From an optimization exercise on the open Yosys and OpenROAD flow, aimed at small area and a short achievable clock period; shortcuts taken in it are not production practice. At most, simulation tests tie the RTL to the original design; equivalence was not proved. No functional check of the RTL was part of run 1.

==> flow/design.v <==
module simple_ntt_core #(
  parameter int data_width      = 32,
  parameter int max_buffer_size = 4,
  parameter int modulus         = 3329,
  parameter int root            = 1729
) (
  input  logic                               clk,
  input  logic                               reset,
  input  logic [data_width-1:0]              input_buffer0,
  input  logic [data_width-1:0]              input_buffer1,
  input  logic [data_width-1:0]              input_buffer2,
  input  logic [data_width-1:0]              input_buffer3,
  input  logic [$clog2(max_buffer_size)-1:0] index,
  output logic [data_width-1:0]              output_buffer
);
  logic [19:0] rs;
  logic [19:0] rt;
  logic [1:0] k_r;
  logic v_r;
  wire k0x = index[0];
  wire x1 = input_buffer2[0] ^ k0x;
  wire x2 = input_buffer2[1] ^ k0x;
  wire x3 = input_buffer2[2] ^ k0x;
  wire x4 = input_buffer2[3] ^ k0x;
  wire x5 = input_buffer2[4] ^ k0x;
  wire x6 = input_buffer2[5] ^ k0x;
  wire x7 = input_buffer2[6] ^ k0x;
  wire x8 = input_buffer2[7] ^ k0x;
  wire x9 = input_buffer2[8] ^ k0x;
  wire x10 = input_buffer2[9] ^ k0x;
  wire x11 = input_buffer2[10] ^ k0x;
  wire x12 = input_buffer2[11] ^ k0x;
  wire x13 = input_buffer2[12] ^ k0x;
  wire x14 = input_buffer2[13] ^ k0x;
  wire x15 = input_buffer2[14] ^ k0x;
  wire x16 = input_buffer2[15] ^ k0x;
  wire x17 = input_buffer2[16] ^ k0x;
  wire x18 = input_buffer2[17] ^ k0x;
  wire x19 = input_buffer2[18] ^ k0x;
  wire x20 = input_buffer2[19] ^ k0x;
  wire x21 = input_buffer2[20] ^ k0x;
  wire x22 = input_buffer2[21] ^ k0x;
  wire x23 = input_buffer2[22] ^ k0x;
  wire x24 = input_buffer2[23] ^ k0x;
  wire x25 = input_buffer2[24] ^ k0x;
  wire x26 = input_buffer2[25] ^ k0x;
  wire x27 = input_buffer2[26] ^ k0x;
  wire x28 = input_buffer2[27] ^ k0x;
  wire x29 = input_buffer2[28] ^ k0x;
  wire x30 = input_buffer2[29] ^ k0x;
  wire x31 = input_buffer2[30] ^ k0x;
  wire x32 = input_buffer2[31] ^ k0x;
  wire s33, c33;
  ntt_ha u33 (.a(input_buffer0[10]), .b(x11), .s(s33), .co(c33));
  wire s34, c34;
  ntt_fa u34 (.a(input_buffer0[11]), .b(x12), .c(c33), .s(s34), .co(c34));
  wire s35, c35;
  ntt_fa u35 (.a(input_buffer0[12]), .b(x13), .c(c34), .s(s35), .co(c35));
  wire s36, c36;
  ntt_fa u36 (.a(input_buffer0[13]), .b(x14), .c(c35), .s(s36), .co(c36));
  wire s37, c37;
  ntt_fa u37 (.a(input_buffer0[14]), .b(x15), .c(c36), .s(s37), .co(c37));
  wire s38, c38;
  ntt_ha u38 (.a(input_buffer0[15]), .b(x16), .s(s38), .co(c38));
  wire s39, c39;
  ntt_fa u39 (.a(input_buffer0[16]), .b(x17), .c(c38), .s(s39), .co(c39));
  wire s40, c40;
  ntt_fa u40 (.a(input_buffer0[17]), .b(x18), .c(c39), .s(s40), .co(c40));
  wire s41, c41;
  ntt_fa u41 (.a(input_buffer0[18]), .b(x19), .c(c40), .s(s41), .co(c41));
  wire s42, c42;
  ntt_fa u42 (.a(input_buffer0[19]), .b(x20), .c(c41), .s(s42), .co(c42));
  wire s43, c43;
  ntt_ha u43 (.a(input_buffer0[20]), .b(x21), .s(s43), .co(c43));
  wire s44, c44;
  ntt_fa u44 (.a(input_buffer0[21]), .b(x22), .c(c43), .s(s44), .co(c44));
  wire s45, c45;
  ntt_fa u45 (.a(input_buffer0[22]), .b(x23), .c(c44), .s(s45), .co(c45));
  wire s46, c46;
  ntt_fa u46 (.a(input_buffer0[23]), .b(x24), .c(c45), .s(s46), .co(c46));
  wire s47, c47;
  ntt_fa u47 (.a(input_buffer0[24]), .b(x25), .c(c46), .s(s47), .co(c47));
  wire s48, c48;
  ntt_ha u48 (.a(input_buffer0[25]), .b(x26), .s(s48), .co(c48));
  wire s49, c49;
  ntt_fa u49 (.a(input_buffer0[26]), .b(x27), .c(c48), .s(s49), .co(c49));
  wire s50, c50;
  ntt_fa u50 (.a(input_buffer0[27]), .b(x28), .c(c49), .s(s50), .co(c50));
  wire s51, c51;
  ntt_fa u51 (.a(input_buffer0[28]), .b(x29), .c(c50), .s(s51), .co(c51));
  wire s52, c52;
  ntt_fa u52 (.a(input_buffer0[29]), .b(x30), .c(c51), .s(s52), .co(c52));
  wire s53, c53;
  ntt_ha u53 (.a(input_buffer0[30]), .b(x31), .s(s53), .co(c53));
  wire s54, c54;
  ntt_fa u54 (.a(input_buffer0[31]), .b(x32), .c(c53), .s(s54), .co(c54));
  wire s55, c55;
  ntt_fa u55 (.a(input_buffer0[0]), .b(k0x), .c(x1), .s(s55), .co(c55));
  wire s56, c56;
  ntt_fa u56 (.a(s43), .b(s55), .c(s49), .s(s56), .co(c56));
  wire i57 = ~s35;
  wire s58, c58;
  ntt_fa u58 (.a(i57), .b(s56), .c(s41), .s(s58), .co(c58));
  wire s59, c59;
  ntt_fa u59 (.a(c42), .b(s52), .c(s58), .s(s59), .co(c59));
  wire s60, c60;
  ntt_fa u60 (.a(input_buffer0[1]), .b(x2), .c(s53), .s(s60), .co(c60));
  wire s61, c61;
  ntt_fa u61 (.a(c55), .b(s44), .c(s60), .s(s61), .co(c61));
  wire i62 = ~s38;
  wire s63, c63;
  ntt_fa u63 (.a(i62), .b(s50), .c(c56), .s(s63), .co(c63));
  wire i64 = ~s36;
  wire s65, c65;
  ntt_fa u65 (.a(s61), .b(i64), .c(s63), .s(s65), .co(c65));
  wire s66, c66;
  ntt_fa u66 (.a(c52), .b(s42), .c(c58), .s(s66), .co(c66));
  wire s67, c67;
  ntt_fa u67 (.a(s65), .b(c59), .c(s66), .s(s67), .co(c67));
  wire s68, c68;
  ntt_fa u68 (.a(input_buffer0[2]), .b(x3), .c(s43), .s(s68), .co(c68));
  wire s69, c69;
  ntt_fa u69 (.a(s54), .b(c60), .c(s68), .s(s69), .co(c69));
  wire s70, c70;
  ntt_fa u70 (.a(s45), .b(c61), .c(s69), .s(s70), .co(c70));
  wire i71 = ~s39;
  wire s72, c72;
  ntt_fa u72 (.a(i71), .b(s51), .c(c63), .s(s72), .co(c72));
  wire s73, c73;
  ntt_fa u73 (.a(s70), .b(c42), .c(c65), .s(s73), .co(c73));
  wire i74 = ~s37;
  wire s75, c75;
  ntt_fa u75 (.a(i74), .b(s72), .c(c66), .s(s75), .co(c75));
  wire s76, c76;
  ntt_ha u76 (.a(s73), .b(c67), .s(s76), .co(c76));
  wire s77, c77;
  ntt_fa u77 (.a(input_buffer0[3]), .b(x4), .c(i62), .s(s77), .co(c77));
  wire s78, c78;
  ntt_fa u78 (.a(c54), .b(s44), .c(c68), .s(s78), .co(c78));
  wire s79, c79;
  ntt_fa u79 (.a(s77), .b(s78), .c(c69), .s(s79), .co(c79));
  wire s80, c80;
  ntt_fa u80 (.a(s46), .b(c70), .c(s79), .s(s80), .co(c80));
  wire i81 = ~s52;
  wire s82, c82;
  ntt_fa u82 (.a(s40), .b(c37), .c(i81), .s(s82), .co(c82));
  wire s83, c83;
  ntt_fa u83 (.a(c72), .b(s80), .c(c73), .s(s83), .co(c83));
  wire s84, c84;
  ntt_fa u84 (.a(c75), .b(s83), .c(c76), .s(s84), .co(c84));
  wire s85, c85;
  ntt_fa u85 (.a(input_buffer0[4]), .b(x5), .c(s53), .s(s85), .co(c85));
  wire s86, c86;
  ntt_fa u86 (.a(i71), .b(c77), .c(s85), .s(s86), .co(c86));
  wire s87, c87;
  ntt_fa u87 (.a(s45), .b(c78), .c(s86), .s(s87), .co(c87));
  wire s88, c88;
  ntt_fa u88 (.a(c79), .b(s87), .c(c52), .s(s88), .co(c88));
  wire i89 = ~s41;
  wire s90, c90;
  ntt_fa u90 (.a(i89), .b(s47), .c(c80), .s(s90), .co(c90));
  wire i91 = ~c82;
  wire s92, c92;
  ntt_fa u92 (.a(s88), .b(i91), .c(s90), .s(s92), .co(c92));
  wire s93, c93;
  ntt_ha u93 (.a(c83), .b(s92), .s(s93), .co(c93));
  wire s94, c94;
  ntt_fa u94 (.a(input_buffer0[5]), .b(x6), .c(s48), .s(s94), .co(c94));
  wire s95, c95;
  ntt_fa u95 (.a(s54), .b(c85), .c(s94), .s(s95), .co(c95));
  wire i96 = ~s40;
  wire s97, c97;
  ntt_fa u97 (.a(i96), .b(c86), .c(s95), .s(s97), .co(c97));
  wire s98, c98;
  ntt_fa u98 (.a(s46), .b(c87), .c(s97), .s(s98), .co(c98));
  wire s99, c99;
  ntt_fa u99 (.a(c47), .b(c88), .c(s98), .s(s99), .co(c99));
  wire i100 = ~s42;
  wire s101, c101;
  ntt_fa u101 (.a(i100), .b(c90), .c(s99), .s(s101), .co(c101));
  wire s102, c102;
  ntt_ha u102 (.a(c92), .b(s101), .s(s102), .co(c102));
  wire i103 = ~s43;
  wire s104, c104;
  ntt_fa u104 (.a(input_buffer0[6]), .b(x7), .c(i103), .s(s104), .co(c104));
  wire s105, c105;
  ntt_fa u105 (.a(c54), .b(s49), .c(c94), .s(s105), .co(c105));
  wire s106, c106;
  ntt_fa u106 (.a(s104), .b(s105), .c(c95), .s(s106), .co(c106));
  wire s107, c107;
  ntt_fa u107 (.a(i89), .b(c97), .c(s106), .s(s107), .co(c107));
  wire s108, c108;
  ntt_fa u108 (.a(s47), .b(c98), .c(s107), .s(s108), .co(c108));
  wire i109 = ~c42;
  wire s110, c110;
  ntt_fa u110 (.a(i109), .b(c99), .c(s108), .s(s110), .co(c110));
  wire s111, c111;
  ntt_ha u111 (.a(s110), .b(c101), .s(s111), .co(c111));
  wire s112, c112;
  ntt_fa u112 (.a(input_buffer0[7]), .b(x8), .c(s48), .s(s112), .co(c112));
  wire i113 = ~s44;
  wire s114, c114;
  ntt_fa u114 (.a(i113), .b(c104), .c(s112), .s(s114), .co(c114));
  wire s115, c115;
  ntt_fa u115 (.a(s50), .b(c105), .c(s114), .s(s115), .co(c115));
  wire s116, c116;
  ntt_fa u116 (.a(c106), .b(s115), .c(c47), .s(s116), .co(c116));
  wire s117, c117;
  ntt_fa u117 (.a(i100), .b(c107), .c(s116), .s(s117), .co(c117));
  wire s118, c118;
  ntt_fa u118 (.a(c108), .b(s117), .c(c110), .s(s118), .co(c118));
  wire s119, c119;
  ntt_fa u119 (.a(input_buffer0[8]), .b(x9), .c(c112), .s(s119), .co(c119));
  wire i120 = ~s119;
  wire s121, c121;
  ntt_fa u121 (.a(s35), .b(s45), .c(i120), .s(s121), .co(c121));
  wire s122, c122;
  ntt_fa u122 (.a(c114), .b(s41), .c(s51), .s(s122), .co(c122));
  wire s123, c123;
  ntt_fa u123 (.a(s121), .b(s37), .c(s52), .s(s123), .co(c123));
  wire s124, c124;
  ntt_fa u124 (.a(c115), .b(s122), .c(c116), .s(s124), .co(c124));
  wire i125 = ~s123;
  wire s126, c126;
  ntt_fa u126 (.a(i125), .b(c117), .c(s124), .s(s126), .co(c126));
  wire s127, c127;
  ntt_fa u127 (.a(input_buffer0[9]), .b(x10), .c(i62), .s(s127), .co(c127));
  wire i128 = ~s127;
  wire s129, c129;
  ntt_fa u129 (.a(s53), .b(s49), .c(i128), .s(s129), .co(c129));
  wire s130, c130;
  ntt_fa u130 (.a(s129), .b(s36), .c(s46), .s(s130), .co(c130));
  wire s131, c131;
  ntt_fa u131 (.a(c119), .b(s42), .c(c122), .s(s131), .co(c131));
  wire s132, c132;
  ntt_fa u132 (.a(c121), .b(c37), .c(c52), .s(s132), .co(c132));
  wire s133, c133;
  ntt_fa u133 (.a(s130), .b(c123), .c(s132), .s(s133), .co(c133));
  wire i134 = ~s133;
  wire s135, c135;
  ntt_fa u135 (.a(s131), .b(c124), .c(i134), .s(s135), .co(c135));
  wire i136 = ~s33;
  wire s137, c137;
  ntt_fa u137 (.a(i136), .b(s39), .c(s54), .s(s137), .co(c137));
  wire i138 = ~s50;
  wire s139, c139;
  ntt_fa u139 (.a(c127), .b(s35), .c(i138), .s(s139), .co(c139));
  wire s140, c140;
  ntt_fa u140 (.a(s137), .b(c129), .c(s41), .s(s140), .co(c140));
  wire s141, c141;
  ntt_fa u141 (.a(s47), .b(c130), .c(s140), .s(s141), .co(c141));
  wire i142 = ~c132;
  wire s143, c143;
  ntt_fa u143 (.a(s139), .b(i142), .c(c131), .s(s143), .co(c143));
  wire i144 = ~s143;
  wire s145, c145;
  ntt_fa u145 (.a(s141), .b(c133), .c(i144), .s(s145), .co(c145));
  wire i146 = ~s34;
  wire s147, c147;
  ntt_fa u147 (.a(s48), .b(c54), .c(i146), .s(s147), .co(c147));
  wire s148, c148;
  ntt_fa u148 (.a(s40), .b(c137), .c(s147), .s(s148), .co(c148));
  wire i149 = ~s51;
  wire s150, c150;
  ntt_fa u150 (.a(s36), .b(i149), .c(c139), .s(s150), .co(c150));
  wire s151, c151;
  ntt_fa u151 (.a(s148), .b(c47), .c(s42), .s(s151), .co(c151));
  wire s152, c152;
  ntt_fa u152 (.a(c140), .b(c141), .c(s151), .s(s152), .co(c152));
  wire i153 = ~s152;
  wire s154, c154;
  ntt_fa u154 (.a(s150), .b(c143), .c(i153), .s(s154), .co(c154));
  wire i155 = ~c150;
  wire s156, c156;
  ntt_fa u156 (.a(c147), .b(c148), .c(i155), .s(s156), .co(c156));
  wire s157, c157;
  ntt_fa u157 (.a(c151), .b(s156), .c(c152), .s(s157), .co(c157));
  wire s158, c158;
  ntt_ha u158 (.a(i74), .b(s59), .s(s158), .co(c158));
  wire i159 = ~c37;
  wire s160, c160;
  ntt_fa u160 (.a(i159), .b(s67), .c(c158), .s(s160), .co(c160));
  wire s161, c161;
  ntt_fa u161 (.a(s75), .b(s76), .c(c160), .s(s161), .co(c161));
  wire i162 = ~s82;
  wire s163, c163;
  ntt_fa u163 (.a(i162), .b(s84), .c(c161), .s(s163), .co(c163));
  wire s164, c164;
  ntt_ha u164 (.a(c84), .b(s93), .s(s164), .co(c164));
  wire s165, c165;
  ntt_fa u165 (.a(c93), .b(s102), .c(c164), .s(s165), .co(c165));
  wire s166, c166;
  ntt_ha u166 (.a(c102), .b(s111), .s(s166), .co(c166));
  wire s167, c167;
  ntt_fa u167 (.a(c111), .b(s118), .c(c166), .s(s167), .co(c167));
  wire s168, c168;
  ntt_ha u168 (.a(c118), .b(s126), .s(s168), .co(c168));
  wire s169, c169;
  ntt_fa u169 (.a(c126), .b(s135), .c(c168), .s(s169), .co(c169));
  wire i170 = ~s145;
  wire s171, c171;
  ntt_ha u171 (.a(i170), .b(c135), .s(s171), .co(c171));
  wire i172 = ~c145;
  wire s173, c173;
  ntt_fa u173 (.a(i172), .b(s154), .c(c171), .s(s173), .co(c173));
  wire i174 = ~s157;
  wire s175, c175;
  ntt_ha u175 (.a(i174), .b(c154), .s(s175), .co(c175));
  wire i176 = ~c175;
  wire s177, c177;
  ntt_fa u177 (.a(c156), .b(c157), .c(i176), .s(s177), .co(c177));
  wire x178 = input_buffer3[0] ^ k0x;
  wire x179 = input_buffer3[1] ^ k0x;
  wire x180 = input_buffer3[2] ^ k0x;
  wire x181 = input_buffer3[3] ^ k0x;
  wire x182 = input_buffer3[4] ^ k0x;
  wire x183 = input_buffer3[5] ^ k0x;
  wire x184 = input_buffer3[6] ^ k0x;
  wire x185 = input_buffer3[7] ^ k0x;
  wire x186 = input_buffer3[8] ^ k0x;
  wire x187 = input_buffer3[9] ^ k0x;
  wire x188 = input_buffer3[10] ^ k0x;
  wire x189 = input_buffer3[11] ^ k0x;
  wire x190 = input_buffer3[12] ^ k0x;
  wire x191 = input_buffer3[13] ^ k0x;
  wire x192 = input_buffer3[14] ^ k0x;
  wire x193 = input_buffer3[15] ^ k0x;
  wire x194 = input_buffer3[16] ^ k0x;
  wire x195 = input_buffer3[17] ^ k0x;
  wire x196 = input_buffer3[18] ^ k0x;
  wire x197 = input_buffer3[19] ^ k0x;
  wire x198 = input_buffer3[20] ^ k0x;
  wire x199 = input_buffer3[21] ^ k0x;
  wire x200 = input_buffer3[22] ^ k0x;
  wire x201 = input_buffer3[23] ^ k0x;
  wire x202 = input_buffer3[24] ^ k0x;
  wire x203 = input_buffer3[25] ^ k0x;
  wire x204 = input_buffer3[26] ^ k0x;
  wire x205 = input_buffer3[27] ^ k0x;
  wire x206 = input_buffer3[28] ^ k0x;
  wire x207 = input_buffer3[29] ^ k0x;
  wire x208 = input_buffer3[30] ^ k0x;
  wire x209 = input_buffer3[31] ^ k0x;
  wire s210, c210;
  ntt_ha u210 (.a(input_buffer1[10]), .b(x188), .s(s210), .co(c210));
  wire s211, c211;
  ntt_fa u211 (.a(input_buffer1[11]), .b(x189), .c(c210), .s(s211), .co(c211));
  wire s212, c212;
  ntt_fa u212 (.a(input_buffer1[12]), .b(x190), .c(c211), .s(s212), .co(c212));
  wire s213, c213;
  ntt_fa u213 (.a(input_buffer1[13]), .b(x191), .c(c212), .s(s213), .co(c213));
  wire s214, c214;
  ntt_fa u214 (.a(input_buffer1[14]), .b(x192), .c(c213), .s(s214), .co(c214));
  wire s215, c215;
  ntt_ha u215 (.a(input_buffer1[15]), .b(x193), .s(s215), .co(c215));
  wire s216, c216;
  ntt_fa u216 (.a(input_buffer1[16]), .b(x194), .c(c215), .s(s216), .co(c216));
  wire s217, c217;
  ntt_fa u217 (.a(input_buffer1[17]), .b(x195), .c(c216), .s(s217), .co(c217));
  wire s218, c218;
  ntt_fa u218 (.a(input_buffer1[18]), .b(x196), .c(c217), .s(s218), .co(c218));
  wire s219, c219;
  ntt_fa u219 (.a(input_buffer1[19]), .b(x197), .c(c218), .s(s219), .co(c219));
  wire s220, c220;
  ntt_ha u220 (.a(input_buffer1[20]), .b(x198), .s(s220), .co(c220));
  wire s221, c221;
  ntt_fa u221 (.a(input_buffer1[21]), .b(x199), .c(c220), .s(s221), .co(c221));
  wire s222, c222;
  ntt_fa u222 (.a(input_buffer1[22]), .b(x200), .c(c221), .s(s222), .co(c222));
  wire s223, c223;
  ntt_fa u223 (.a(input_buffer1[23]), .b(x201), .c(c222), .s(s223), .co(c223));
  wire s224, c224;
  ntt_fa u224 (.a(input_buffer1[24]), .b(x202), .c(c223), .s(s224), .co(c224));
  wire s225, c225;
  ntt_ha u225 (.a(input_buffer1[25]), .b(x203), .s(s225), .co(c225));
  wire s226, c226;
  ntt_fa u226 (.a(input_buffer1[26]), .b(x204), .c(c225), .s(s226), .co(c226));
  wire s227, c227;
  ntt_fa u227 (.a(input_buffer1[27]), .b(x205), .c(c226), .s(s227), .co(c227));
  wire s228, c228;
  ntt_fa u228 (.a(input_buffer1[28]), .b(x206), .c(c227), .s(s228), .co(c228));
  wire s229, c229;
  ntt_fa u229 (.a(input_buffer1[29]), .b(x207), .c(c228), .s(s229), .co(c229));
  wire s230, c230;
  ntt_ha u230 (.a(input_buffer1[30]), .b(x208), .s(s230), .co(c230));
  wire s231, c231;
  ntt_fa u231 (.a(input_buffer1[31]), .b(x209), .c(c230), .s(s231), .co(c231));
  wire s232, c232;
  ntt_fa u232 (.a(input_buffer1[0]), .b(k0x), .c(x178), .s(s232), .co(c232));
  wire s233, c233;
  ntt_fa u233 (.a(s220), .b(s232), .c(s226), .s(s233), .co(c233));
  wire i234 = ~s212;
  wire s235, c235;
  ntt_fa u235 (.a(i234), .b(s233), .c(s218), .s(s235), .co(c235));
  wire s236, c236;
  ntt_fa u236 (.a(c219), .b(s229), .c(s235), .s(s236), .co(c236));
  wire s237, c237;
  ntt_fa u237 (.a(input_buffer1[1]), .b(x179), .c(s230), .s(s237), .co(c237));
  wire s238, c238;
  ntt_fa u238 (.a(c232), .b(s221), .c(s237), .s(s238), .co(c238));
  wire i239 = ~s215;
  wire s240, c240;
  ntt_fa u240 (.a(i239), .b(s227), .c(c233), .s(s240), .co(c240));
  wire i241 = ~s213;
  wire s242, c242;
  ntt_fa u242 (.a(s238), .b(i241), .c(s240), .s(s242), .co(c242));
  wire s243, c243;
  ntt_fa u243 (.a(c229), .b(s219), .c(c235), .s(s243), .co(c243));
  wire s244, c244;
  ntt_fa u244 (.a(s242), .b(c236), .c(s243), .s(s244), .co(c244));
  wire s245, c245;
  ntt_fa u245 (.a(input_buffer1[2]), .b(x180), .c(s220), .s(s245), .co(c245));
  wire s246, c246;
  ntt_fa u246 (.a(s231), .b(c237), .c(s245), .s(s246), .co(c246));
  wire s247, c247;
  ntt_fa u247 (.a(s222), .b(c238), .c(s246), .s(s247), .co(c247));
  wire i248 = ~s216;
  wire s249, c249;
  ntt_fa u249 (.a(i248), .b(s228), .c(c240), .s(s249), .co(c249));
  wire s250, c250;
  ntt_fa u250 (.a(s247), .b(c219), .c(c242), .s(s250), .co(c250));
  wire i251 = ~s214;
  wire s252, c252;
  ntt_fa u252 (.a(i251), .b(s249), .c(c243), .s(s252), .co(c252));
  wire s253, c253;
  ntt_ha u253 (.a(s250), .b(c244), .s(s253), .co(c253));
  wire s254, c254;
  ntt_fa u254 (.a(input_buffer1[3]), .b(x181), .c(i239), .s(s254), .co(c254));
  wire s255, c255;
  ntt_fa u255 (.a(c231), .b(s221), .c(c245), .s(s255), .co(c255));
  wire s256, c256;
  ntt_fa u256 (.a(s254), .b(s255), .c(c246), .s(s256), .co(c256));
  wire s257, c257;
  ntt_fa u257 (.a(s223), .b(c247), .c(s256), .s(s257), .co(c257));
  wire i258 = ~s229;
  wire s259, c259;
  ntt_fa u259 (.a(s217), .b(c214), .c(i258), .s(s259), .co(c259));
  wire s260, c260;
  ntt_fa u260 (.a(c249), .b(s257), .c(c250), .s(s260), .co(c260));
  wire s261, c261;
  ntt_fa u261 (.a(c252), .b(s260), .c(c253), .s(s261), .co(c261));
  wire s262, c262;
  ntt_fa u262 (.a(input_buffer1[4]), .b(x182), .c(s230), .s(s262), .co(c262));
  wire s263, c263;
  ntt_fa u263 (.a(i248), .b(c254), .c(s262), .s(s263), .co(c263));
  wire s264, c264;
  ntt_fa u264 (.a(s222), .b(c255), .c(s263), .s(s264), .co(c264));
  wire s265, c265;
  ntt_fa u265 (.a(c256), .b(s264), .c(c229), .s(s265), .co(c265));
  wire i266 = ~s218;
  wire s267, c267;
  ntt_fa u267 (.a(i266), .b(s224), .c(c257), .s(s267), .co(c267));
  wire i268 = ~c259;
  wire s269, c269;
  ntt_fa u269 (.a(s265), .b(i268), .c(s267), .s(s269), .co(c269));
  wire s270, c270;
  ntt_ha u270 (.a(c260), .b(s269), .s(s270), .co(c270));
  wire s271, c271;
  ntt_fa u271 (.a(input_buffer1[5]), .b(x183), .c(s225), .s(s271), .co(c271));
  wire s272, c272;
  ntt_fa u272 (.a(s231), .b(c262), .c(s271), .s(s272), .co(c272));
  wire i273 = ~s217;
  wire s274, c274;
  ntt_fa u274 (.a(i273), .b(c263), .c(s272), .s(s274), .co(c274));
  wire s275, c275;
  ntt_fa u275 (.a(s223), .b(c264), .c(s274), .s(s275), .co(c275));
  wire s276, c276;
  ntt_fa u276 (.a(c224), .b(c265), .c(s275), .s(s276), .co(c276));
  wire i277 = ~s219;
  wire s278, c278;
  ntt_fa u278 (.a(i277), .b(c267), .c(s276), .s(s278), .co(c278));
  wire s279, c279;
  ntt_ha u279 (.a(c269), .b(s278), .s(s279), .co(c279));
  wire i280 = ~s220;
  wire s281, c281;
  ntt_fa u281 (.a(input_buffer1[6]), .b(x184), .c(i280), .s(s281), .co(c281));
  wire s282, c282;
  ntt_fa u282 (.a(c231), .b(s226), .c(c271), .s(s282), .co(c282));
  wire s283, c283;
  ntt_fa u283 (.a(s281), .b(s282), .c(c272), .s(s283), .co(c283));
  wire s284, c284;
  ntt_fa u284 (.a(i266), .b(c274), .c(s283), .s(s284), .co(c284));
  wire s285, c285;
  ntt_fa u285 (.a(s224), .b(c275), .c(s284), .s(s285), .co(c285));
  wire i286 = ~c219;
  wire s287, c287;
  ntt_fa u287 (.a(i286), .b(c276), .c(s285), .s(s287), .co(c287));
  wire s288, c288;
  ntt_ha u288 (.a(s287), .b(c278), .s(s288), .co(c288));
  wire s289, c289;
  ntt_fa u289 (.a(input_buffer1[7]), .b(x185), .c(s225), .s(s289), .co(c289));
  wire i290 = ~s221;
  wire s291, c291;
  ntt_fa u291 (.a(i290), .b(c281), .c(s289), .s(s291), .co(c291));
  wire s292, c292;
  ntt_fa u292 (.a(s227), .b(c282), .c(s291), .s(s292), .co(c292));
  wire s293, c293;
  ntt_fa u293 (.a(c283), .b(s292), .c(c224), .s(s293), .co(c293));
  wire s294, c294;
  ntt_fa u294 (.a(i277), .b(c284), .c(s293), .s(s294), .co(c294));
  wire s295, c295;
  ntt_fa u295 (.a(c285), .b(s294), .c(c287), .s(s295), .co(c295));
  wire s296, c296;
  ntt_fa u296 (.a(input_buffer1[8]), .b(x186), .c(c289), .s(s296), .co(c296));
  wire i297 = ~s296;
  wire s298, c298;
  ntt_fa u298 (.a(s212), .b(s222), .c(i297), .s(s298), .co(c298));
  wire s299, c299;
  ntt_fa u299 (.a(c291), .b(s218), .c(s228), .s(s299), .co(c299));
  wire s300, c300;
  ntt_fa u300 (.a(s298), .b(s214), .c(s229), .s(s300), .co(c300));
  wire s301, c301;
  ntt_fa u301 (.a(c292), .b(s299), .c(c293), .s(s301), .co(c301));
  wire i302 = ~s300;
  wire s303, c303;
  ntt_fa u303 (.a(i302), .b(c294), .c(s301), .s(s303), .co(c303));
  wire s304, c304;
  ntt_fa u304 (.a(input_buffer1[9]), .b(x187), .c(i239), .s(s304), .co(c304));
  wire i305 = ~s304;
  wire s306, c306;
  ntt_fa u306 (.a(s230), .b(s226), .c(i305), .s(s306), .co(c306));
  wire s307, c307;
  ntt_fa u307 (.a(s306), .b(s213), .c(s223), .s(s307), .co(c307));
  wire s308, c308;
  ntt_fa u308 (.a(c296), .b(s219), .c(c299), .s(s308), .co(c308));
  wire s309, c309;
  ntt_fa u309 (.a(c298), .b(c214), .c(c229), .s(s309), .co(c309));
  wire s310, c310;
  ntt_fa u310 (.a(s307), .b(c300), .c(s309), .s(s310), .co(c310));
  wire i311 = ~s310;
  wire s312, c312;
  ntt_fa u312 (.a(s308), .b(c301), .c(i311), .s(s312), .co(c312));
  wire i313 = ~s210;
  wire s314, c314;
  ntt_fa u314 (.a(i313), .b(s216), .c(s231), .s(s314), .co(c314));
  wire i315 = ~s227;
  wire s316, c316;
  ntt_fa u316 (.a(c304), .b(s212), .c(i315), .s(s316), .co(c316));
  wire s317, c317;
  ntt_fa u317 (.a(s314), .b(c306), .c(s218), .s(s317), .co(c317));
  wire s318, c318;
  ntt_fa u318 (.a(s224), .b(c307), .c(s317), .s(s318), .co(c318));
  wire i319 = ~c309;
  wire s320, c320;
  ntt_fa u320 (.a(s316), .b(i319), .c(c308), .s(s320), .co(c320));
  wire i321 = ~s320;
  wire s322, c322;
  ntt_fa u322 (.a(s318), .b(c310), .c(i321), .s(s322), .co(c322));
  wire i323 = ~s211;
  wire s324, c324;
  ntt_fa u324 (.a(s225), .b(c231), .c(i323), .s(s324), .co(c324));
  wire s325, c325;
  ntt_fa u325 (.a(s217), .b(c314), .c(s324), .s(s325), .co(c325));
  wire i326 = ~s228;
  wire s327, c327;
  ntt_fa u327 (.a(s213), .b(i326), .c(c316), .s(s327), .co(c327));
  wire s328, c328;
  ntt_fa u328 (.a(s325), .b(c224), .c(s219), .s(s328), .co(c328));
  wire s329, c329;
  ntt_fa u329 (.a(c317), .b(c318), .c(s328), .s(s329), .co(c329));
  wire i330 = ~s329;
  wire s331, c331;
  ntt_fa u331 (.a(s327), .b(c320), .c(i330), .s(s331), .co(c331));
  wire i332 = ~c327;
  wire s333, c333;
  ntt_fa u333 (.a(c324), .b(c325), .c(i332), .s(s333), .co(c333));
  wire s334, c334;
  ntt_fa u334 (.a(c328), .b(s333), .c(c329), .s(s334), .co(c334));
  wire s335, c335;
  ntt_ha u335 (.a(i251), .b(s236), .s(s335), .co(c335));
  wire i336 = ~c214;
  wire s337, c337;
  ntt_fa u337 (.a(i336), .b(s244), .c(c335), .s(s337), .co(c337));
  wire s338, c338;
  ntt_fa u338 (.a(s252), .b(s253), .c(c337), .s(s338), .co(c338));
  wire i339 = ~s259;
  wire s340, c340;
  ntt_fa u340 (.a(i339), .b(s261), .c(c338), .s(s340), .co(c340));
  wire s341, c341;
  ntt_ha u341 (.a(c261), .b(s270), .s(s341), .co(c341));
  wire s342, c342;
  ntt_fa u342 (.a(c270), .b(s279), .c(c341), .s(s342), .co(c342));
  wire s343, c343;
  ntt_ha u343 (.a(c279), .b(s288), .s(s343), .co(c343));
  wire s344, c344;
  ntt_fa u344 (.a(c288), .b(s295), .c(c343), .s(s344), .co(c344));
  wire s345, c345;
  ntt_ha u345 (.a(c295), .b(s303), .s(s345), .co(c345));
  wire s346, c346;
  ntt_fa u346 (.a(c303), .b(s312), .c(c345), .s(s346), .co(c346));
  wire i347 = ~s322;
  wire s348, c348;
  ntt_ha u348 (.a(i347), .b(c312), .s(s348), .co(c348));
  wire i349 = ~c322;
  wire s350, c350;
  ntt_fa u350 (.a(i349), .b(s331), .c(c348), .s(s350), .co(c350));
  wire i351 = ~s334;
  wire s352, c352;
  ntt_ha u352 (.a(i351), .b(c331), .s(s352), .co(c352));
  wire i353 = ~c352;
  wire s354, c354;
  ntt_fa u354 (.a(c333), .b(c334), .c(i353), .s(s354), .co(c354));
  always_ff @(posedge clk) begin
    rs <= {c177, s177, s175, c173, s173, s171, c169, s169, s168, c167, s167, s166, c165, s165, s164, c163, s163, s161, s160, s158};
    rt <= {c354, s354, s352, c350, s350, s348, c346, s346, s345, c344, s344, s343, c342, s342, s341, c340, s340, s338, s337, s335};
    k_r <= index;
  end
  always_ff @(posedge clk or posedge reset) begin
    if (reset) v_r <= 1'b0;
    else       v_r <= 1'b1;
  end
  wire x355 = rt[0] ^ k_r[1];
  wire x356 = rt[1] ^ k_r[1];
  wire x357 = rt[2] ^ k_r[1];
  wire x358 = rt[3] ^ k_r[1];
  wire x359 = rt[4] ^ k_r[1];
  wire x360 = rt[5] ^ k_r[1];
  wire x361 = rt[6] ^ k_r[1];
  wire x362 = rt[7] ^ k_r[1];
  wire x363 = rt[8] ^ k_r[1];
  wire x364 = rt[9] ^ k_r[1];
  wire x365 = rt[10] ^ k_r[1];
  wire x366 = rt[11] ^ k_r[1];
  wire x367 = rt[12] ^ k_r[1];
  wire x368 = rt[13] ^ k_r[1];
  wire x369 = rt[14] ^ k_r[1];
  wire x370 = rt[15] ^ k_r[1];
  wire x371 = rt[16] ^ k_r[1];
  wire x372 = rt[17] ^ k_r[1];
  wire x373 = rt[18] ^ k_r[1];
  wire x374 = rt[19] ^ k_r[1];
  wire m375 = (k_r[0] ? x356 : x355);
  wire m376 = (k_r[0] ? ~x365 : x374);
  wire m377 = k_r[0] & ~x366;
  wire m378 = (k_r[0] ? x357 : x356);
  wire m379 = (k_r[0] ? ~x364 : x373);
  wire m380 = k_r[0] & ~x367;
  wire m381 = k_r[0] & ~x374;
  wire m382 = (k_r[0] ? x358 : x357);
  wire m383 = (k_r[0] ? ~x365 : x374);
  wire m384 = k_r[0] & ~x366;
  wire m385 = k_r[0] & ~x368;
  wire m386 = k_r[0] & ~x369;
  wire m387 = (k_r[0] ? x359 : x358);
  wire m388 = k_r[0] & x360;
  wire m389 = k_r[0] & ~x367;
  wire m390 = k_r[0] & ~x370;
  wire m391 = (k_r[0] ? x361 : x359);
  wire m392 = (k_r[0] ? ~x368 : x360);
  wire m393 = k_r[0] & ~x369;
  wire m394 = k_r[0] & ~x371;
  wire m395 = k_r[0] & ~x372;
  wire m396 = (k_r[0] ? x362 : x361);
  wire m397 = k_r[0] & x363;
  wire m398 = k_r[0] & ~x370;
  wire m399 = k_r[0] & x373;
  wire m400 = (k_r[0] ? ~x355 : x362);
  wire m401 = (k_r[0] ? x364 : x363);
  wire m402 = k_r[0] & ~x371;
  wire m403 = k_r[0] & ~x372;
  wire m404 = k_r[0] & x374;
  wire m405 = (k_r[0] ? x356 : x364);
  wire m406 = k_r[0] & ~x365;
  wire m407 = k_r[0] & ~x366;
  wire m408 = k_r[0] & x373;
  wire m409 = (k_r[0] ? ~x374 : x374);
  wire m410 = (k_r[0] ? x357 : x365);
  wire m411 = (k_r[0] ? ~x367 : x366);
  wire m412 = (k_r[0] ? x355 : x367);
  wire m413 = (k_r[0] ? x358 : x373);
  wire m414 = k_r[0] & ~x364;
  wire m415 = k_r[0] & ~x368;
  wire m416 = k_r[0] & ~x369;
  wire m417 = (k_r[0] ? x359 : x368);
  wire m418 = (k_r[0] ? x360 : x369);
  wire m419 = k_r[0] & ~x370;
  wire m420 = (k_r[0] ? ~x355 : x370);
  wire m421 = (k_r[0] ? x361 : ~x373);
  wire m422 = k_r[0] & x364;
  wire m423 = k_r[0] & ~x371;
  wire m424 = k_r[0] & ~x372;
  wire m425 = k_r[0] & x374;
  wire m426 = (k_r[0] ? x362 : x371);
  wire m427 = (k_r[0] ? x363 : x372);
  wire m428 = k_r[0] & x373;
  wire kc429 = (k_r[1] ? (k_r[0] ? 1'b0 : 1'b0) : (k_r[0] ? 1'b1 : 1'b1));
  wire kc430 = (k_r[1] ? (k_r[0] ? 1'b0 : 1'b0) : (k_r[0] ? 1'b1 : 1'b0));
  wire kc431 = (k_r[1] ? (k_r[0] ? 1'b1 : 1'b0) : (k_r[0] ? 1'b1 : 1'b0));
  wire kc432 = (k_r[1] ? (k_r[0] ? 1'b0 : 1'b1) : (k_r[0] ? 1'b1 : 1'b1));
  wire kc433 = (k_r[1] ? (k_r[0] ? 1'b0 : 1'b1) : (k_r[0] ? 1'b0 : 1'b1));
  wire kc434 = (k_r[1] ? (k_r[0] ? 1'b0 : 1'b0) : (k_r[0] ? 1'b0 : 1'b1));
  wire kc435 = (k_r[1] ? (k_r[0] ? 1'b0 : 1'b1) : (k_r[0] ? 1'b1 : 1'b0));
  wire kc436 = (k_r[1] ? (k_r[0] ? 1'b0 : 1'b1) : (k_r[0] ? 1'b1 : 1'b0));
  wire kc437 = (k_r[1] ? (k_r[0] ? 1'b0 : 1'b0) : (k_r[0] ? 1'b1 : 1'b0));
  wire kc438 = (k_r[1] ? (k_r[0] ? 1'b0 : 1'b1) : (k_r[0] ? 1'b1 : 1'b1));
  wire s439, c439;
  ntt_fa u439 (.a(rs[0]), .b(rs[19]), .c(kc429), .s(s439), .co(c439));
  wire s440, c440;
  ntt_fa u440 (.a(m375), .b(m376), .c(m377), .s(s440), .co(c440));
  wire s441, c441;
  ntt_fa u441 (.a(rs[1]), .b(rs[18]), .c(kc430), .s(s441), .co(c441));
  wire s442, c442;
  ntt_fa u442 (.a(m378), .b(m379), .c(m380), .s(s442), .co(c442));
  wire s443, c443;
  ntt_fa u443 (.a(m381), .b(c439), .c(s441), .s(s443), .co(c443));
  wire s444, c444;
  ntt_ha u444 (.a(c440), .b(s442), .s(s444), .co(c444));
  wire s445, c445;
  ntt_fa u445 (.a(rs[2]), .b(rs[19]), .c(kc431), .s(s445), .co(c445));
  wire s446, c446;
  ntt_fa u446 (.a(m382), .b(m383), .c(m384), .s(s446), .co(c446));
  wire s447, c447;
  ntt_fa u447 (.a(m385), .b(m386), .c(c441), .s(s447), .co(c447));
  wire s448, c448;
  ntt_fa u448 (.a(s445), .b(c442), .c(s446), .s(s448), .co(c448));
  wire s449, c449;
  ntt_fa u449 (.a(c443), .b(s447), .c(c444), .s(s449), .co(c449));
  wire s450, c450;
  ntt_fa u450 (.a(rs[3]), .b(m387), .c(m388), .s(s450), .co(c450));
  wire s451, c451;
  ntt_fa u451 (.a(m389), .b(m390), .c(c445), .s(s451), .co(c451));
  wire s452, c452;
  ntt_fa u452 (.a(c446), .b(s450), .c(c447), .s(s452), .co(c452));
  wire s453, c453;
  ntt_fa u453 (.a(s451), .b(c448), .c(s452), .s(s453), .co(c453));
  wire s454, c454;
  ntt_fa u454 (.a(rs[4]), .b(rs[5]), .c(kc432), .s(s454), .co(c454));
  wire s455, c455;
  ntt_fa u455 (.a(m391), .b(m392), .c(m393), .s(s455), .co(c455));
  wire s456, c456;
  ntt_fa u456 (.a(m394), .b(m395), .c(s454), .s(s456), .co(c456));
  wire s457, c457;
  ntt_fa u457 (.a(c450), .b(s455), .c(c451), .s(s457), .co(c457));
  wire s458, c458;
  ntt_fa u458 (.a(s456), .b(c452), .c(s457), .s(s458), .co(c458));
  wire s459, c459;
  ntt_fa u459 (.a(rs[6]), .b(kc433), .c(m396), .s(s459), .co(c459));
  wire s460, c460;
  ntt_fa u460 (.a(m397), .b(m398), .c(m399), .s(s460), .co(c460));
  wire s461, c461;
  ntt_fa u461 (.a(c454), .b(c455), .c(s459), .s(s461), .co(c461));
  wire s462, c462;
  ntt_fa u462 (.a(s460), .b(c456), .c(c457), .s(s462), .co(c462));
  wire s463, c463;
  ntt_ha u463 (.a(s461), .b(c458), .s(s463), .co(c463));
  wire s464, c464;
  ntt_fa u464 (.a(rs[7]), .b(rs[8]), .c(kc434), .s(s464), .co(c464));
  wire s465, c465;
  ntt_fa u465 (.a(m400), .b(m401), .c(m402), .s(s465), .co(c465));
  wire s466, c466;
  ntt_fa u466 (.a(m403), .b(m404), .c(s464), .s(s466), .co(c466));
  wire s467, c467;
  ntt_fa u467 (.a(c459), .b(c460), .c(s465), .s(s467), .co(c467));
  wire s468, c468;
  ntt_fa u468 (.a(s466), .b(c461), .c(s467), .s(s468), .co(c468));
  wire s469, c469;
  ntt_ha u469 (.a(c462), .b(s468), .s(s469), .co(c469));
  wire s470, c470;
  ntt_fa u470 (.a(rs[9]), .b(kc435), .c(m405), .s(s470), .co(c470));
  wire s471, c471;
  ntt_fa u471 (.a(m406), .b(m407), .c(m408), .s(s471), .co(c471));
  wire s472, c472;
  ntt_fa u472 (.a(c464), .b(c465), .c(s470), .s(s472), .co(c472));
  wire s473, c473;
  ntt_fa u473 (.a(s471), .b(c466), .c(c467), .s(s473), .co(c473));
  wire s474, c474;
  ntt_fa u474 (.a(s472), .b(c468), .c(s473), .s(s474), .co(c474));
  wire s475, c475;
  ntt_fa u475 (.a(rs[10]), .b(rs[11]), .c(rs[19]), .s(s475), .co(c475));
  wire s476, c476;
  ntt_fa u476 (.a(kc436), .b(s475), .c(m409), .s(s476), .co(c476));
  wire s477, c477;
  ntt_fa u477 (.a(m410), .b(m411), .c(c470), .s(s477), .co(c477));
  wire s478, c478;
  ntt_fa u478 (.a(c471), .b(s476), .c(c472), .s(s478), .co(c478));
  wire s479, c479;
  ntt_fa u479 (.a(s477), .b(c473), .c(s478), .s(s479), .co(c479));
  wire s480, c480;
  ntt_fa u480 (.a(rs[12]), .b(rs[18]), .c(kc437), .s(s480), .co(c480));
  wire s481, c481;
  ntt_fa u481 (.a(c475), .b(m412), .c(m413), .s(s481), .co(c481));
  wire s482, c482;
  ntt_fa u482 (.a(m414), .b(m415), .c(m416), .s(s482), .co(c482));
  wire s483, c483;
  ntt_fa u483 (.a(s480), .b(c476), .c(s481), .s(s483), .co(c483));
  wire s484, c484;
  ntt_fa u484 (.a(s482), .b(c477), .c(s483), .s(s484), .co(c484));
  wire s485, c485;
  ntt_ha u485 (.a(c478), .b(s484), .s(s485), .co(c485));
  wire s486 = rs[13] ^ rs[14];
  wire c487 = rs[13] | rs[14];
  wire s488, c488;
  ntt_fa u488 (.a(m417), .b(m418), .c(m419), .s(s488), .co(c488));
  wire s489, c489;
  ntt_fa u489 (.a(c480), .b(c481), .c(c482), .s(s489), .co(c489));
  wire s490, c490;
  ntt_fa u490 (.a(s488), .b(c483), .c(s489), .s(s490), .co(c490));
  wire i491 = ~s486;
  wire s492, c492;
  ntt_fa u492 (.a(i491), .b(c484), .c(s490), .s(s492), .co(c492));
  wire s493, c493;
  ntt_fa u493 (.a(rs[15]), .b(c487), .c(kc438), .s(s493), .co(c493));
  wire s494, c494;
  ntt_fa u494 (.a(m420), .b(m421), .c(m422), .s(s494), .co(c494));
  wire s495, c495;
  ntt_fa u495 (.a(m423), .b(m424), .c(m425), .s(s495), .co(c495));
  wire s496, c496;
  ntt_fa u496 (.a(s493), .b(c488), .c(s494), .s(s496), .co(c496));
  wire i497 = ~rs[18];
  wire s498, c498;
  ntt_fa u498 (.a(i497), .b(s495), .c(c489), .s(s498), .co(c498));
  wire s499, c499;
  ntt_fa u499 (.a(s496), .b(s498), .c(c490), .s(s499), .co(c499));
  wire s500, c500;
  ntt_fa u500 (.a(rs[16]), .b(rs[17]), .c(m426), .s(s500), .co(c500));
  wire s501, c501;
  ntt_fa u501 (.a(m427), .b(m428), .c(c493), .s(s501), .co(c501));
  wire s502, c502;
  ntt_fa u502 (.a(c494), .b(c495), .c(s500), .s(s502), .co(c502));
  wire s503, c503;
  ntt_fa u503 (.a(s501), .b(c496), .c(s502), .s(s503), .co(c503));
  wire s504, c504;
  ntt_ha u504 (.a(c498), .b(s503), .s(s504), .co(c504));
  wire s505, c505;
  ntt_fa u505 (.a(c500), .b(c501), .c(c502), .s(s505), .co(c505));
  wire s506, c506;
  ntt_ha u506 (.a(c503), .b(s505), .s(s506), .co(c506));
  wire s507, c507;
  ntt_ha u507 (.a(s439), .b(s440), .s(s507), .co(c507));
  wire s508, c508;
  ntt_fa u508 (.a(s443), .b(s444), .c(c507), .s(s508), .co(c508));
  wire s509, c509;
  ntt_fa u509 (.a(s448), .b(s449), .c(c508), .s(s509), .co(c509));
  wire s510, c510;
  ntt_fa u510 (.a(c449), .b(s453), .c(c509), .s(s510), .co(c510));
  wire s511, c511;
  ntt_fa u511 (.a(c453), .b(s458), .c(c510), .s(s511), .co(c511));
  wire s512, c512;
  ntt_fa u512 (.a(s462), .b(s463), .c(c511), .s(s512), .co(c512));
  wire s513, c513;
  ntt_fa u513 (.a(c463), .b(s469), .c(c512), .s(s513), .co(c513));
  wire s514, c514;
  ntt_fa u514 (.a(c469), .b(s474), .c(c513), .s(s514), .co(c514));
  wire s515, c515;
  ntt_fa u515 (.a(c474), .b(s479), .c(c514), .s(s515), .co(c515));
  wire s516, c516;
  ntt_fa u516 (.a(c479), .b(s485), .c(c515), .s(s516), .co(c516));
  wire s517, c517;
  ntt_fa u517 (.a(c485), .b(s492), .c(c516), .s(s517), .co(c517));
  wire s518, c518;
  ntt_fa u518 (.a(c492), .b(s499), .c(c517), .s(s518), .co(c518));
  wire s519, c519;
  ntt_fa u519 (.a(c499), .b(s504), .c(c518), .s(s519), .co(c519));
  wire s520, c520;
  ntt_fa u520 (.a(c504), .b(s506), .c(c519), .s(s520), .co(c520));
  wire s521, c521;
  ntt_fa u521 (.a(c505), .b(c506), .c(c520), .s(s521), .co(c521));
  wire [4:0] hv522 = {c521, s521, s520, s519, s518};
  logic [11:0] tv;
  always_comb begin
    case (hv522)
      5'd0: tv = 12'd0;
      5'd1: tv = 12'd2048;
      5'd2: tv = 12'd767;
      5'd3: tv = 12'd2815;
      5'd4: tv = 12'd1534;
      5'd5: tv = 12'd253;
      5'd6: tv = 12'd2301;
      5'd7: tv = 12'd1020;
      5'd8: tv = 12'd3068;
      5'd9: tv = 12'd1787;
      5'd10: tv = 12'd506;
      5'd11: tv = 12'd2554;
      5'd12: tv = 12'd1273;
      5'd13: tv = 12'd3321;
      5'd14: tv = 12'd2040;
      5'd15: tv = 12'd759;
      5'd16: tv = 12'd2807;
      5'd17: tv = 12'd1526;
      5'd18: tv = 12'd245;
      5'd19: tv = 12'd2293;
      5'd20: tv = 12'd1012;
      5'd21: tv = 12'd3060;
      5'd22: tv = 12'd1779;
      5'd23: tv = 12'd498;
      5'd24: tv = 12'd2546;
      5'd25: tv = 12'd1265;
      default: tv = 12'd0;
    endcase
  end
  wire s523, c523;
  ntt_ha u523 (.a(s507), .b(tv[0]), .s(s523), .co(c523));
  wire s524, c524;
  ntt_fa u524 (.a(s508), .b(tv[1]), .c(c523), .s(s524), .co(c524));
  wire s525, c525;
  ntt_fa u525 (.a(s509), .b(tv[2]), .c(c524), .s(s525), .co(c525));
  wire s526, c526;
  ntt_fa u526 (.a(s510), .b(tv[3]), .c(c525), .s(s526), .co(c526));
  wire s527, c527;
  ntt_fa u527 (.a(s511), .b(tv[4]), .c(c526), .s(s527), .co(c527));
  wire s528, c528;
  ntt_fa u528 (.a(s512), .b(tv[5]), .c(c527), .s(s528), .co(c528));
  wire s529, c529;
  ntt_fa u529 (.a(s513), .b(tv[6]), .c(c528), .s(s529), .co(c529));
  wire s530, c530;
  ntt_fa u530 (.a(s514), .b(tv[7]), .c(c529), .s(s530), .co(c530));
  wire s531, c531;
  ntt_fa u531 (.a(s515), .b(tv[8]), .c(c530), .s(s531), .co(c531));
  wire s532, c532;
  ntt_fa u532 (.a(s516), .b(tv[9]), .c(c531), .s(s532), .co(c532));
  wire s533, c533;
  ntt_fa u533 (.a(s517), .b(tv[10]), .c(c532), .s(s533), .co(c533));
  wire s534, c534;
  ntt_ha u534 (.a(tv[11]), .b(c533), .s(s534), .co(c534));
  wire [12:0] y535 = {c534, s534, s533, s532, s531, s530, s529, s528, s527, s526, s525, s524, s523};
  wire [13:0] yq = {1'b0, y535} - 14'd3329;
  wire [11:0] res = yq[13] ? y535[11:0] : yq[11:0];
  logic [11:0] out_r;
  always_ff @(posedge clk or posedge reset) begin
    if (reset) out_r <= 12'd0;
    else       out_r <= res & {12{v_r}};
  end
  assign output_buffer = {20'd0, out_r};
endmodule
module ntt_fa (input logic a, input logic b, input logic c, output logic s, output logic co);
  assign s  = a ^ b ^ c;
  assign co = (a & b) | (a & c) | (b & c);
endmodule
module ntt_ha (input logic a, input logic b, output logic s, output logic co);
  assign s  = a ^ b;
  assign co = a & b;
endmodule
==> flow/flow/run.sh <==
#!/bin/bash
# The standard layout (standard.sh), except that the port buffers are
# made from the smallest buffer cell and the constant outputs share one tie cell.
export BUFFER_PORTS_ARGS="-buffer_cell sky130_fd_sc_hd__buf_1"
export SKIP_REPAIR_TIE_FANOUT=1
bash standard.sh > standard.log 2>&1
==> flow/standard.sh <==
#!/bin/bash
# synth_recipe.tcl (not shown) runs the flow's synth.tcl, then flattens the netlist and writes it again
# the make line also repeats each setting of config.mk as NAME=value (left out here)
make -C /OpenROAD-flow-scripts/flow DESIGN_CONFIG=/design/flow/config.mk WORK_HOME=/design/flow/orfs CLKGATE_MAP_FILE= SYNTH_SCRIPT=/design/flow/synth_recipe.tcl "${@:-finish}"
==> flow/config.mk <==
export PLATFORM = sky130hd
export DESIGN_NAME = simple_ntt_core
export DESIGN_NICKNAME = simple_ntt_core
export VERILOG_FILES = /design/flow/design.v
export SDC_FILE = /design/flow/constraint.sdc
export NUM_CORES = 4
export LEC_CHECK = 0
export CAP_MARGIN = 20
export CORE_MARGIN = 2
export CORE_UTILIZATION = 65
export CTS_BUF_LIST = sky130_fd_sc_hd__clkbuf_8
export PLACE_DENSITY = 0.75
export SLEW_MARGIN = 70
export SYNTH_HIERARCHICAL = 1
export SYNTH_MINIMUM_KEEP_SIZE = 0
==> flow/constraint.sdc <==
create_clock -name core_clock -period 55.0 [get_ports {clk}]
set_input_delay 11.0000 -clock core_clock [delete_from_list [all_inputs] [get_ports {clk}]]
set_output_delay 11.0000 -clock core_clock [all_outputs]
set_load 0.01 [all_outputs]
==> notes.md, run 1 <==
run status=no timing/DRC/antenna violations; Synth area leaders=fa_1 (57%), dfxtp_1 (8.6%), ha_1 (7.0%), xor2_1 (6.5%), dfrtp_1 (3.3%); DRT Wirelength=20040 microns; Vias=5647; final setup violation count=0; Ports=164; Cell Chain, Critical Path=clkbuf_4 -> buf_8 -> buf_12 -> xor2_1 -> ha_1 -> fa_1 -> fa_1 -> fa_1 -> fa_1 -> fa_1 -> fa_1 -> fa_1 -> fa_1 -> fa_1; clk latency of the worst-skew pair=0.31 ns; CP max-delay cell=fa_1; Bufs on Longest Clock Path=2; Post-Synthesis Cell Area=9798 sq um; Hold Buf Count CTS=0; ys flop type=dfxtp_1; Filler cells=1021; Min Hold Slack=0.7096 ns; Crit Reg-Reg Startpoint=k_r[0]; share of the synthesized area in the top cell type=57.21%; syn_nets=1222; placed cells=1047; global-route wire length before repair=33010 microns; hold path start=v_r; initial antenna violation count=0; Ys Warns=7; Most common cell on crit path=fa_1; Tot GR Track Use=26.94%; Die H=~130 microns; Critical Path End Type=register; WP data required=55.18 ns; maxcap violations=0; Post-synth EDFFs=0; Syn Area/Cell=~13 sq um; CTS Sinks=55; vias in the first global route=6641; H-tree depth=2; max frequency=~63 MHz; Crit Path Category=primary input to register; DR vias/cell=5.353; Die W=126.8 microns; Root Driver=clkbuf_8; CP delay by family, top=adder cells; register area share after synthesis=between 10% and 20%; Mapped Cells=755; CP max stage delay=0.69 ns; num rows=between 40 and 50; post-CTS sizing=0; largest net degree at the start of global routing=37; worst clock skew=0.01360 ns; port bufs=143; Remaining Overflow, GRT=0; die footprint=16070 sq um; n_diodes=0; Worst Path Max Fanout=36; Non-Filler Instances=1055; Post-DP HPWL=~19000 microns; DRT Pass-1 Iters=8; area delta synth->final=7.790%; Yosys reg bits=55; WL per Instance=18.99 microns; Initial Util=66.91%; max-slew violations=0; Netlist cell types=49; ratio of cells with drive above 1 in the final layout=4.018%; RSZ-0062 raised after global routing=no; FFs w/ async S/R, synth=23.64%; Critical Path Start=index[0]; Core Box Area=14640 sq um; Setup Total Neg Slack=0 ns; drt initial violations=220; CP Buf/Inv Count=3; setup bufs post-CTS=0; Final min period=approximately 16 ns; DRC=0; leading area contributor after synthesis=fa_1; final antenna-violating net count=0; CP Data Arrival Time=between 15 and 20 ns; Critical Path Source Type=primary input; Tcrit/Tclk final=29.00%; Clock Pin Slew Worst Setup and Hold Paths=0.10 ns; nets=1337; Worst Hold Class=register to register; Final Hold Fails=0; GPL Wtd Cong=0.9279; number of CTS-inserted buffers=5; CTS tree=done
logic make-up (layout without fill, tap and decap cells):
kind of cell             after synthesis  in the layout  share of synthesized area, %
AO/OA/AOI/OAI                         51             51                         3.461
XOR/XNOR                             104            104                         9.296
adder cells (fa/ha/maj)              335            335                         64.23
buffers and inverters                123            239                         5.606
flip-flops                            55             55                         11.90
multiplexers                          17             17                         2.005
other                                  2              2                       0.07665
AND/OR/NAND/NOR                       68             68                         3.422
path summary, 6_finish.rpt:
path,to,slack (ns),cells after the start
max,rt[3],39.05,14
min,out_r[1],0.71,1
max reg2reg,out_r[7],40.45,40
min reg2reg,out_r[1],0.71,1
max in group asynchronous,v_r,44.18,2
min in group asynchronous,out_r[8],10.59,2
metrics by stage:
| step | cell area [sq um] | utilization [%] | worst slack [ns] |
|---|---|---|---|
| 6_report | 10560 | 72.12 | 39.05 |
| 5_1_grt | 10560 | 72.12 | 38.89 |
| 4_1_cts | 10540 | 71.98 | 39.08 |
| 3_5_place_dp | 10450 | 71.33 | 38.75 |
| 3_3_place_gp | 10340 | 70.63 | 38.61 |
| 2_1_floorplan | 9798 | - | 39.11 |
per-module statistics from Yosys, one instance, submodules excluded:
module / cells / copies in the design / area, sq um
ntt_fa: 1 / 280 / 20.02
ntt_ha: 1 / 39 / 12.51
simple_ntt_core: 436 / 1 / 3705
layout by cell type, fill, tap and decap left out, types with 3 or more instances in the layout:
master,n
dfrtp_1,12
nand3_1,4
buf_1,142
xor2_1,73
nor2_2,6
and2_1,6
o21ai_1,3
a21boi_0,3
nand2_1,16
mux2i_1,14
clkbuf_8,6
dfxtp_1,41
o21ai_0,13
xnor2_1,31
nand2b_1,5
fa_1,278
a31oi_1,6
a21oi_1,10
ha_1,55
inv_1,80
nor2_1,20
cells in the mapped netlist, types with 2 or more instances:
| cell type | instances |
|---|---|
| nand2b_1 | 5 |
| nor2_1 | 26 |
| dfrtp_1 | 13 |
| xor2_1 | 73 |
| o21ai_0 | 15 |
| buf_1 | 3 |
| mux2i_1 | 14 |
| and2_1 | 6 |
| o22ai_1 | 2 |
| nand3_1 | 4 |
| nor2b_1 | 2 |
| inv_1 | 81 |
| nor3_1 | 2 |
| nand2_1 | 16 |
| a21oi_1 | 10 |
| nand3b_1 | 2 |
| xnor2_1 | 31 |
| mux4_2 | 2 |
| fa_1 | 280 |
| conb_1 | 2 |
| a31oi_1 | 6 |
| ha_1 | 55 |
| dfxtp_1 | 42 |
| a21boi_0 | 3 |
| buf_2 | 10 |
| clkbuf_1 | 8 |
| buf_4 | 20 |
worst reg2reg max path: cells and delay by family (launching register included):
family / cells / cell delay, ns
adders and majority gates: 27 / 11.08
and+or+nand+nor: 5 / 0.87
buffers and inverters: 2 / 0.74
AOI/OAI and AO/OA: 4 / 0.62
muxes: 1 / 0.54
DFF: 1 / 0.32
xor gates and xnor gates: 1 / 0.30
registers in the layout, summed over array words and instances, names as in the netlist:
name and cells:
k_r 2, v_r 1, rt 20, out_r 12, rs 20
per-layer routing:
metal | global-route usage (%) | part of all wire [%] | routed length, microns
met5 | 0 | 0 | 0
met4 | 6.270 | 2.2 | 439
met3 | 4.260 | 5.7 | 1150
met2 | 47.79 | 52 | 10360
met1 | 35.56 | 40 | 8086
layout make-up:
class / instances / area [sq um] / area share [%]
multi-input combinational: 577 / 8108 / 76.77
clock inverter: 2 / 12.51 / 0.1185
clock buffer: 6 / 82.58 / 0.7819
tap: 184 / 230.2 / 2.180
sequential: 55 / 1171 / 11.09
timing repair buffer: 149 / 648.1 / 6.137
inverter: 82 / 309.0 / 2.926
==> run 2: changes to the inputs <==
--- a/flow/design.v
+++ b/flow/design.v
@@ -914,12 +914,11 @@
   ntt_ha u534 (.a(tv[11]), .b(c533), .s(s534), .co(c534));
   wire [12:0] y535 = {c534, s534, s533, s532, s531, s530, s529, s528, s527, s526, s525, s524, s523};
-  wire [13:0] yq = {1'b0, y535} - 14'd3329;
-  wire [11:0] res = yq[13] ? y535[11:0] : yq[11:0];
-  logic [11:0] out_r;
+  logic [12:0] y_r;
   always_ff @(posedge clk or posedge reset) begin
-    if (reset) out_r <= 12'd0;
-    else       out_r <= res & {12{v_r}};
+    if (reset) y_r <= '0;
+    else       y_r <= y535 & {13{v_r}};
   end
-  assign output_buffer = {20'd0, out_r};
+  wire [13:0] yq = {1'b0, y_r} - 14'd3329;
+  assign output_buffer = {20'd0, yq[13] ? y_r[11:0] : yq[11:0]};
 endmodule
 module ntt_fa (input logic a, input logic b, input logic c, output logic s, output logic co);
--- a/flow/config.mk
+++ b/flow/config.mk
@@ -6,5 +6,5 @@
 export NUM_CORES = 4
 export LEC_CHECK = 0
-export CAP_MARGIN = 20
+export CAP_MARGIN = 50
 export CORE_MARGIN = 2
 export CORE_UTILIZATION = 65
==> run 2 against run 1 <==
Global-route usage increased by 0.72 points. Final cell count is essentially flat. Critical endpoint unchanged. Worst hold slack better by 0.025 ns. Non-clock buffer count shrank 3. Sequential share of layout area up 0.28 points. Wire length increased by 1.1%. First-iteration DRC count fell by 5.9%. Final area decreased by 0.52%. Via count fell by 0.60%. Register-to-register slack improved by 1.1 ns. Clock skew decreased by 0.00092 ns.
==> notes.md, run 2 <==
run status=no timing/DRC/antenna violations; Yosys reg bits=56 (+1.8%); Mapped Cells=757 (+0.26%); Crit Path Category=primary input to register; top layer in use=met4; Worst Hold Path EP=y_r[1]; GPL Wtd Cong=0.9270 (about the same); reg-to-reg endpoint=y_r[11]; placed cells=1045 (-0.19%); DRC=0 (unchanged); Post-synth EDFFs=0 (unchanged); Worst Hold Class=register to register; Non-Filler Instances=1054 (-0.095%); Initial Util=66.80% (-0.11 points); max-slew violations=0 (unchanged); Final min period=15.62 ns (-0.3297 ns); met2 wire len=11010 microns (+6.3%); final antenna-violating net count=0 (unchanged); Tot GR Track Use=27.66% (+0.72 points); Root Driver=clkbuf_8; RSZ-0062 raised after global routing=no; Die H=126.7 microns (about the same); CP max-delay cell=fa_1; final setup violation count=0 (unchanged); DRT Pass-1 Iters=4 (-4); drt initial violations=207 (-5.9%); routed metal-1 wirelength=8075 microns (-0.14%); share of the synthesized area in the top cell type=57.30% (+0.095 points); Core Box Area=14640 sq um (unchanged); Crit Reg-Reg Startpoint=k_r[0]; num rows=44 (unchanged); register area share after synthesis=12.18% (+0.28 points); CP Data Arrival Time=15.82 ns (-0.31 ns); Clock Pin Slew Worst Setup and Hold Paths=0.11 ns (about the same); CTS Sinks=56 (+1.8%); Netlist cell types=39 (-20%); setup bufs post-CTS=0 (unchanged); DR vias/cell=5.325 (-0.51%); nets=1336 (-0.075%); Hold Buf Count CTS=0 (unchanged); Synth area leaders=fa_1 (57%), dfxtp_1 (8.6%), ha_1 (7.0%), xor2_1 (6.6%), dfrtp_1 (3.6%); Post-Synthesis Cell Area=9782 sq um (-0.17%); Remaining Overflow, GRT=0 (unchanged); ratio of cells with drive above 1 in the final layout=3.563% (-0.46 points); top flop regs=rs (20), rt (20), y_r (13); largest net degree at the start of global routing=68 (+84%); ys flop type=dfxtp_1; Tcrit/Tclk final=28.40% (-0.60 points); max frequency=64.03 MHz (+2.1%); maxcap violations=0 (unchanged); Worst Reg-to-Reg Cells=37 (-7.5%); Vias=5613 (-0.60%); die footprint=16050 sq um (-0.16%); port bufs=143 (unchanged); worst clock skew=0.01268 ns (-0.0009184 ns); WHS Path Cells=1 (unchanged); CP max stage delay=0.65 ns (-0.04 ns); FFs w/ async S/R, synth=25.00% (+1.4 points); Cell Chain, Critical Path=clkbuf_16 -> xor2_1 -> ha_1 -> fa_1 -> fa_1 -> fa_1 -> fa_1 -> fa_1 -> fa_1 -> fa_1 -> fa_1 -> fa_1; post-CTS sizing=0 (unchanged); commonest cells in the netlist=fa_1 (280), inv_1 (78), xor2_1 (74); number of CTS-inserted buffers=5 (unchanged); syn_nets=1224 (+0.16%); Syn Area/Cell=12.92 sq um (-0.43%); Post-DP HPWL=18850 microns (+0.60%); CTS tree=done; H-tree depth=2 (unchanged); global-route wire length before repair=33490 microns (+1.5%); most frequent cells in the layout=fa_1 (278), buf_1 (142), inv_1 (77), xor2_1 (74), ha_1 (55); initial antenna violation count=0 (unchanged); WP data required=55.21 ns (+0.03 ns); Critical Path Source Type=primary input; leading area contributor after synthesis=fa_1; clk latency of the worst-skew pair=0.33 ns (+0.02 ns); Final Hold Fails=0 (unchanged); Setup Total Neg Slack=0 ns (unchanged); hold path start=v_r; most common cell after layout, fill and taps aside=fa_1; Bufs on Longest Clock Path=2 (unchanged); Most common cell on crit path=fa_1; Ports=164 (unchanged); Worst Path Max Fanout=67 (+86%); metal3 WL=673 microns (-41%); worst reg-to-reg setup slack=41.56 ns (+1.11 ns); area delta synth->final=7.406%; vias in the first global route=6762 (+1.8%); WL per Instance=19.23 microns (+1.2%); Ys Warns=7 (unchanged); Critical Path End Type=register; DRT Wirelength=20270 microns (+1.1%); n_diodes=0 (unchanged); Die W=126.7 microns (about the same); most frequent cell after synthesis=fa_1
[run 2: cell count changes in the layout (fill, tap and decap cells not counted), moves of 2 or more]
cell / previous run / this run
and2_1: 6 / 14
o21ai_0: 13 / 15
nor3_1: 2 / 0
dfrtp_1: 12 / 14
nand2_1: 16 / 18
a21boi_1: 0 / 3
xnor2_1: 31 / 35
a31oi_1: 6 / 0
nor2b_1: 2 / 4
a21oi_1: 10 / 15
nand2b_1: 5 / 2
a21boi_0: 3 / 1
inv_1: 80 / 77
o22ai_1: 2 / 0
[run 2: critical path: cells and delay by family]
| kind | cells | cell delay, ns |
|---|---|---|
| adder cells (fa/ha/maj) | 10 | 4.29 |
| buffers and inverters | 1 | 0.27 |
| XOR/XNOR | 1 | 0.23 |
[run 2: kinds of logic (layout without fill, tap and decap cells)]
logic type                 Yosys count  count (layout)  synth area share, %
other                                2               2              0.07677
muxes                               14              14                1.560
xor gates and xnor gates           109             109                9.759
DFF                                 56              56                12.18
AOI/OAI and AO/OA                   47              47                2.827
adders and majority gates          335             335                64.34
and+or+nand+nor                     73              73                3.645
buffers and inverters              121             234                5.615
[run 2: layer usage]
layer | up-vias | GRT usage (%)
li1 | 2511 | -
met3 | 27 | 2.615
met4 | 0 | 7.498
met1 | 2900 | 35.48
met2 | 175 | 51.03
met5 | - | 0
[run 2: final cells by class]
type	count	area (sq um)
fillers	1022	4138
flip-flops and latches	56	1195
well taps	184	230.2
clock buffers	5	68.82
repair buffers	146	598.1
clock inverters	3	33.78
inverters	80	301.5
multi-input cells	580	8079
[run 2: worst max path at each step]
| stage | start | endpoint | slack (ns) | cells after the start |
|---|---|---|---|---|
| after global placement | index[0] | rt[3] | 38.62 | 12 |
| after detailed placement | index[0] | rt[3] | 39.05 | 12 |
| after global routing | index[0] | rt[3] | 39.22 | 12 |
| after floorplan | index[0] | rs[3] | 39.11 | 13 |
| after CTS | index[0] | rt[3] | 39.40 | 12 |
| final | index[0] | rt[3] | 39.38 | 12 |
[run 2: stage by stage]
step | setup slack [ns] | instance area, sq um | utilization (%) | hold WS (ns)
3_5_place_dp | 39.05 | 10390 | 70.93 | 0.7206
2_1_floorplan | 39.11 | 9782 | - | 0.4798
3_3_place_gp | 38.62 | 10310 | 70.42 | 0.7075
6_report | 39.38 | 10510 | 71.74 | 0.7343
4_1_cts | 39.40 | 10490 | 71.63 | 0.7336
5_1_grt | 39.22 | 10510 | 71.74 | 0.7714
[run 2: per-module statistics from Yosys, one instance, submodules excluded]
module | copies in the design | cells inside | flip-flops and latches
ntt_fa | 280 | 1 | 0
ntt_ha | 39 | 1 | 0
simple_ntt_core | 1 | 438 | 56

[afterwards: timing with drivers on the ports]
In the flow no input, the clock included, has a driving cell. The finished layouts below were timed again as built, in two steps.
Step 1, drivers: a clkbuf_16 drives clk and a buf_2 each remaining input, both assumed.
Step 2, shift: input delay + t, output delay - t, t = (earliest + latest rising clock arrival at the registers) / 2. This alone moves slack from input paths to output paths.
Slacks: ideal ports / drivers / drivers and shift; pairs: ideal ports / drivers.
run	t (ns)	slack for setup (ns)	slew at the worst register clock pin (ns)	pins driven straight from the clock port
run 1	0.338	39.053 / 39.063 / 38.726	0.10 / 0.10	1
run 2	0.358	39.382 / 39.374 / 39.016	0.11 / 0.11	1
After both steps every run listed still meets setup and hold. For run 2, which loses most, drivers alone change the setup slack by -0.008 ns; drivers and shift together by -0.366 ns.
